This design comes from an exercise in tuning for small area on the open sky130 flow, not from production work.
In this exercise RTL edits were held to simulation tests only and were not proved equivalent to the original.
Power is estimated from default activity; no workload was simulated.

wip/garnet:
// perf_mon_top
module perf_mon_top (
    input  wire logic                                clk,
    input  wire logic                                reset,
    input  wire logic                                awvalid,
    output logic                                     awready,
    input  wire logic [perf_pkg::axil_addr_w-1:0]    awaddr,
    input  wire logic                                wvalid,
    output logic                                     wready,
    input  wire logic [perf_pkg::axil_data_w-1:0]    wdata,
    input  wire logic [perf_pkg::axil_data_w/8-1:0]  wstrb,
    output logic                                     bvalid,
    input  wire logic                                bready,
    output logic [1:0]                               bresp,
    input  wire logic                                arvalid,
    output logic                                     arready,
    input  wire logic [perf_pkg::axil_addr_w-1:0]    araddr,
    output logic                                     rvalid,
    input  wire logic                                rready,
    output logic [perf_pkg::axil_data_w-1:0]         rdata,
    output logic [1:0]                               rresp,
    output logic                                     tx_tvalid,
    output logic [perf_pkg::axis_data_w-1:0]         tx_tdata,
    output logic                                     tx_tlast,
    input  wire logic                                tx_tready,
    input  wire logic                                rx_tvalid,
    input  wire logic [perf_pkg::axis_data_w-1:0]    rx_tdata,
  ...
Settings: LEC_CHECK=0, CAP_MARGIN=20, CORE_MARGIN=2, CORE_UTILIZATION=40, GPL_TIMING_DRIVEN=0, SLEW_MARGIN=20, BUFFER_PORTS_ARGS=-buffer_cell sky130_fd_sc_hd__buf_1, CTS_ARGS=-sink_clustering_enable -repair_clock_nets -dont_use_dummy_load -buf_list sky130_fd_sc_hd__clkbuf_8 -sink_clustering_size 16 -sink_clustering_max_diameter 60; clock period 6.0 ns.
standard.sh (not shown) runs the stock make flow with config.mk's settings and CLKGATE_MAP_FILE= SYNTH_SCRIPT=/design/flow/synth_recipe.tcl, a recipe that flattens the netlist after the stock synthesis.
==> flow/flow/run.sh <==
#!/bin/bash
# Own layout flow: the standard ORFS flow, with the smallest buffer on
# each port and a clock tree of small buffers built without dummy loads.
set -euo pipefail
cat >> config.mk <<'EOC'
export BUFFER_PORTS_ARGS = -buffer_cell sky130_fd_sc_hd__buf_1
export CTS_ARGS = -sink_clustering_enable -repair_clock_nets -dont_use_dummy_load -buf_list sky130_fd_sc_hd__clkbuf_8 -sink_clustering_size 16 -sink_clustering_max_diameter 60
EOC
bash standard.sh > flow_make.log 2>&1
For wip/lagoon, these inputs were changed with respect to wip/garnet:
# wip/garnet
export LEC_CHECK = 0
export CAP_MARGIN = 20
export CORE_MARGIN = 2
export CORE_UTILIZATION = 40
export GPL_TIMING_DRIVEN = 0
export SLEW_MARGIN = 20
export BUFFER_PORTS_ARGS = -buffer_cell sky130_fd_sc_hd__buf_1
export CTS_ARGS = -sink_clustering_enable -repair_clock_nets -dont_use_dummy_load -buf_list sky130_fd_sc_hd__clkbuf_8 -sink_clustering_size 16 -sink_clustering_max_diameter 60
create_clock -name core_clock -period 6.0 [get_ports {clk}]
# wip/lagoon
export LEC_CHECK = 0
export CAP_MARGIN = 20
export CORE_MARGIN = 2
export CORE_UTILIZATION = 40
export SLEW_MARGIN = 20
export BUFFER_PORTS_ARGS = -buffer_cell sky130_fd_sc_hd__buf_1
export CTS_ARGS = -sink_clustering_enable -repair_clock_nets -dont_use_dummy_load -buf_list {sky130_fd_sc_hd__clkbuf_2 sky130_fd_sc_hd__clkbuf_4} -sink_clustering_size 12
create_clock -name core_clock -period 6.0 [get_ports {clk}]
==> flow/flow/run.sh <==
#!/bin/bash
# Own layout flow: the standard ORFS flow, with the smallest buffer on
# each port and a clock tree of small buffers built without dummy loads.
set -euo pipefail
cat >> config.mk <<'EOC'
export BUFFER_PORTS_ARGS = -buffer_cell sky130_fd_sc_hd__buf_1
export CTS_ARGS = -sink_clustering_enable -repair_clock_nets -dont_use_dummy_load -buf_list {sky130_fd_sc_hd__clkbuf_2 sky130_fd_sc_hd__clkbuf_4} -sink_clustering_size 12
EOC
bash standard.sh > flow_make.log 2>&1
==> summary.txt <==
Compared wip/lagoon vs wip/garnet, and post-cts gate resize count is down in wip/lagoon.
Sort wip/garnet and wip/lagoon by least setup slack across all paths after layout, ascending, and wip/garnet comes first.
Compared with wip/garnet, wip/lagoon shows maximum number of pins on one net before global-route repair higher by 135.
wip/lagoon: share of the cycle needed by the critical path after routing 1.3 points below wip/garnet
Looking at number of cells on the critical path, wip/lagoon sits 1 higher than wip/garnet does.
Taking wip/garnet as 1.0, wip/lagoon lands at 0.850 on non-clock buffer count.
Sequential share of layout area: wip/lagoon vs wip/garnet down 0.51 points
wip/lagoon has upper clock frequency limit above what wip/garnet had.
Side by side, number of buffers and inverters on the critical path turned out higher in wip/lagoon than in wip/garnet.
Changes in wip/delta relative to wip/lagoon:
# wip/lagoon
export LEC_CHECK = 0
export CAP_MARGIN = 20
export CORE_MARGIN = 2
export CORE_UTILIZATION = 40
export SLEW_MARGIN = 20
export BUFFER_PORTS_ARGS = -buffer_cell sky130_fd_sc_hd__buf_1
export CTS_ARGS = -sink_clustering_enable -repair_clock_nets -dont_use_dummy_load -buf_list {sky130_fd_sc_hd__clkbuf_2 sky130_fd_sc_hd__clkbuf_4} -sink_clustering_size 12
create_clock -name core_clock -period 6.0 [get_ports {clk}]
# wip/delta
export LEC_CHECK = 0
export CAP_MARGIN = 20
export CORE_MARGIN = 2
export CORE_UTILIZATION = 40
export SLEW_MARGIN = 20
export BUFFER_PORTS_ARGS = -buffer_cell sky130_fd_sc_hd__buf_1
export CTS_ARGS = -sink_clustering_enable -repair_clock_nets -dont_use_dummy_load -buf_list sky130_fd_sc_hd__clkbuf_8 -sink_clustering_size 16 -sink_clustering_max_diameter 60
create_clock -name core_clock -period 6.0 [get_ports {clk}]
==> flow/flow/run.sh <==
#!/bin/bash
# Own layout flow: the standard ORFS flow, with the smallest buffer on
# each port and a clock tree of small buffers built without dummy loads.
set -euo pipefail
cat >> config.mk <<'EOC'
export BUFFER_PORTS_ARGS = -buffer_cell sky130_fd_sc_hd__buf_1
export CTS_ARGS = -sink_clustering_enable -repair_clock_nets -dont_use_dummy_load -buf_list sky130_fd_sc_hd__clkbuf_8 -sink_clustering_size 16 -sink_clustering_max_diameter 60
EOC
bash standard.sh > flow_make.log 2>&1
==> summary.txt <==
Looking at the reports, wip/delta completed the entire flow and the layout it produced met the timing, design-rule and antenna checks. wip/delta vs wip/lagoon — area growth from synthesis to layout dropped 1.8 points. Per the comparison of wip/delta with wip/lagoon, clock transition at the register clock pins on the worst setup and hold paths after CTS moved up, clock tree skew after final layout moved down, total wire length moved down. Against wip/lagoon, wip/delta comes in about 1% lower on routed length on met2. Comparing the two runs side by side, wip/delta comes out ahead of wip/lagoon on time the final worst path needs with I/O delays and setup. Higher static leakage goes to wip/lagoon over wip/delta. wip/delta ends up with a cell area after layout that is 510 µm² lower than in wip/lagoon. wip/delta against wip/lagoon: number of antenna violations at the first check in global routing fell by 2, total clock buffers created by CTS fell by about 70%. The lower worst setup slack of wip/delta and wip/lagoon is in wip/lagoon.
Inputs modified between wip/delta and wip/violet:
# wip/delta
export LEC_CHECK = 0
export CAP_MARGIN = 20
export CORE_MARGIN = 2
export CORE_UTILIZATION = 40
export SLEW_MARGIN = 20
export BUFFER_PORTS_ARGS = -buffer_cell sky130_fd_sc_hd__buf_1
export CTS_ARGS = -sink_clustering_enable -repair_clock_nets -dont_use_dummy_load -buf_list sky130_fd_sc_hd__clkbuf_8 -sink_clustering_size 16 -sink_clustering_max_diameter 60
create_clock -name core_clock -period 6.0 [get_ports {clk}]
# wip/violet
export LEC_CHECK = 0
export CAP_MARGIN = 0
export CORE_MARGIN = 2
export CORE_UTILIZATION = 60
export SLEW_MARGIN = 0
export BUFFER_PORTS_ARGS = -buffer_cell sky130_fd_sc_hd__buf_1
export CTS_ARGS = -sink_clustering_enable -repair_clock_nets -dont_use_dummy_load -buf_list sky130_fd_sc_hd__clkbuf_8 -sink_clustering_size 20 -sink_clustering_max_diameter 40
create_clock -name core_clock -period 6.0 [get_ports {clk}]
==> flow/flow/run.sh <==
#!/bin/bash
# Own layout flow: the standard ORFS flow, with the smallest buffer on
# each port and a clock tree of small buffers built without dummy loads.
set -euo pipefail
cat >> config.mk <<'EOC'
export BUFFER_PORTS_ARGS = -buffer_cell sky130_fd_sc_hd__buf_1
export CTS_ARGS = -sink_clustering_enable -repair_clock_nets -dont_use_dummy_load -buf_list sky130_fd_sc_hd__clkbuf_8 -sink_clustering_size 20 -sink_clustering_max_diameter 40
EOC
bash standard.sh > flow_make.log 2>&1
==> comparison <==
Of wip/violet and wip/delta, the run reporting the lower post-placement cell area was wip/violet.
Delta (wip/violet minus wip/delta): worst hold slack across all endpoints saw little to no change; total power now larger; setup slack of the critical path after layout grew by 0.071 ns.
Status: final number of setup-violating endpoints parity (wip/delta, wip/violet)
Routed wire length in wip/violet is 7.3% below wip/delta.
Run comparison: wip/delta origin of the worst setup path u_regs.beat_num[0]; wip/violet origin of the worst setup path u_regs.beat_num[20]
Largest incremental delay on the critical path | wip/violet above wip/delta
Highest signal layer in the routed design: met5 -> wip/delta, met4 -> wip/violet
For the clock-pin slew on the worst setup and hold paths, wip/violet came in 0.04 ns lower than wip/delta did.
wip/violet was carried through to the last stage, and its layout satisfied the timing, design-rule and antenna checks.
--- input diff wip/violet..wip/yarrow ---
# wip/violet
export LEC_CHECK = 0
export CAP_MARGIN = 0
export CORE_MARGIN = 2
export CORE_UTILIZATION = 60
export SLEW_MARGIN = 0
export BUFFER_PORTS_ARGS = -buffer_cell sky130_fd_sc_hd__buf_1
export CTS_ARGS = -sink_clustering_enable -repair_clock_nets -dont_use_dummy_load -buf_list sky130_fd_sc_hd__clkbuf_8 -sink_clustering_size 20 -sink_clustering_max_diameter 40
create_clock -name core_clock -period 6.0 [get_ports {clk}]
# wip/yarrow
export LEC_CHECK = 0
export CAP_MARGIN = 0
export CORE_MARGIN = 2
export CORE_UTILIZATION = 60
export SLEW_MARGIN = 0
export BUFFER_PORTS_ARGS = -buffer_cell sky130_fd_sc_hd__buf_1
export CTS_ARGS = -sink_clustering_enable -repair_clock_nets -dont_use_dummy_load -buf_list sky130_fd_sc_hd__clkbuf_8 -sink_clustering_size 16 -sink_clustering_max_diameter 60
create_clock -name core_clock -period 6.0 [get_ports {clk}]
==> flow/flow/run.sh <==
#!/bin/bash
# Own layout flow: the standard ORFS flow, with the smallest buffer on
# each port and a clock tree of small buffers built without dummy loads.
set -euo pipefail
cat >> config.mk <<'EOC'
export BUFFER_PORTS_ARGS = -buffer_cell sky130_fd_sc_hd__buf_1
export CTS_ARGS = -sink_clustering_enable -repair_clock_nets -dont_use_dummy_load -buf_list sky130_fd_sc_hd__clkbuf_8 -sink_clustering_size 16 -sink_clustering_max_diameter 60
EOC
bash standard.sh > flow_make.log 2>&1
### Flow results
Total power: wip/yarrow lower than wip/violet
| fmax | wip/yarrow vs wip/violet | worse |
The proportion of power drawn by flip-flops and latches number comes out higher for wip/yarrow vs wip/violet.
wip/yarrow vs wip/violet — area added between synthesis and finish dropped 1.6 points.
Sequential cell count of the final layout: wip/yarrow vs wip/violet identical

-- static timing again, ports no longer ideal --
The results above use ideal ports. As a check the final layouts listed here were re-extracted and re-timed, cells and wires unchanged. Step 1: set_driving_cell puts a clkbuf_16 on clk and a buf_2 on each other input, an assumption about the parent block. Step 2 moves the port delays by t, midway between the first and last clock arrival at a register: inputs arrive t later, outputs are due t later. That takes back most of the time a late clock gives input paths. a / b / c = ideal ports / drivers / drivers and shift; a / b = the first two.
run | t (ns) | slack for setup (ns) | worst slew at a driven data input, ns
wip/garnet | 0.710 | 0.297 / 0.297 / 0.151 | 0.09
wip/lagoon | 1.013 | 0.374 / 0.374 / 0.374 | 0.12
wip/delta | 0.678 | 0.416 / 0.416 / 0.416 | 0.11
wip/violet | 0.701 | 0.486 / 0.486 / 0.283 | 0.12
wip/yarrow | 0.697 | 0.466 / 0.466 / 0.323 | 0.12
After both steps setup and hold are still met in every run listed. For wip/violet, which loses most, drivers alone change the setup slack by 0.000 ns; drivers and shift together by -0.203 ns.
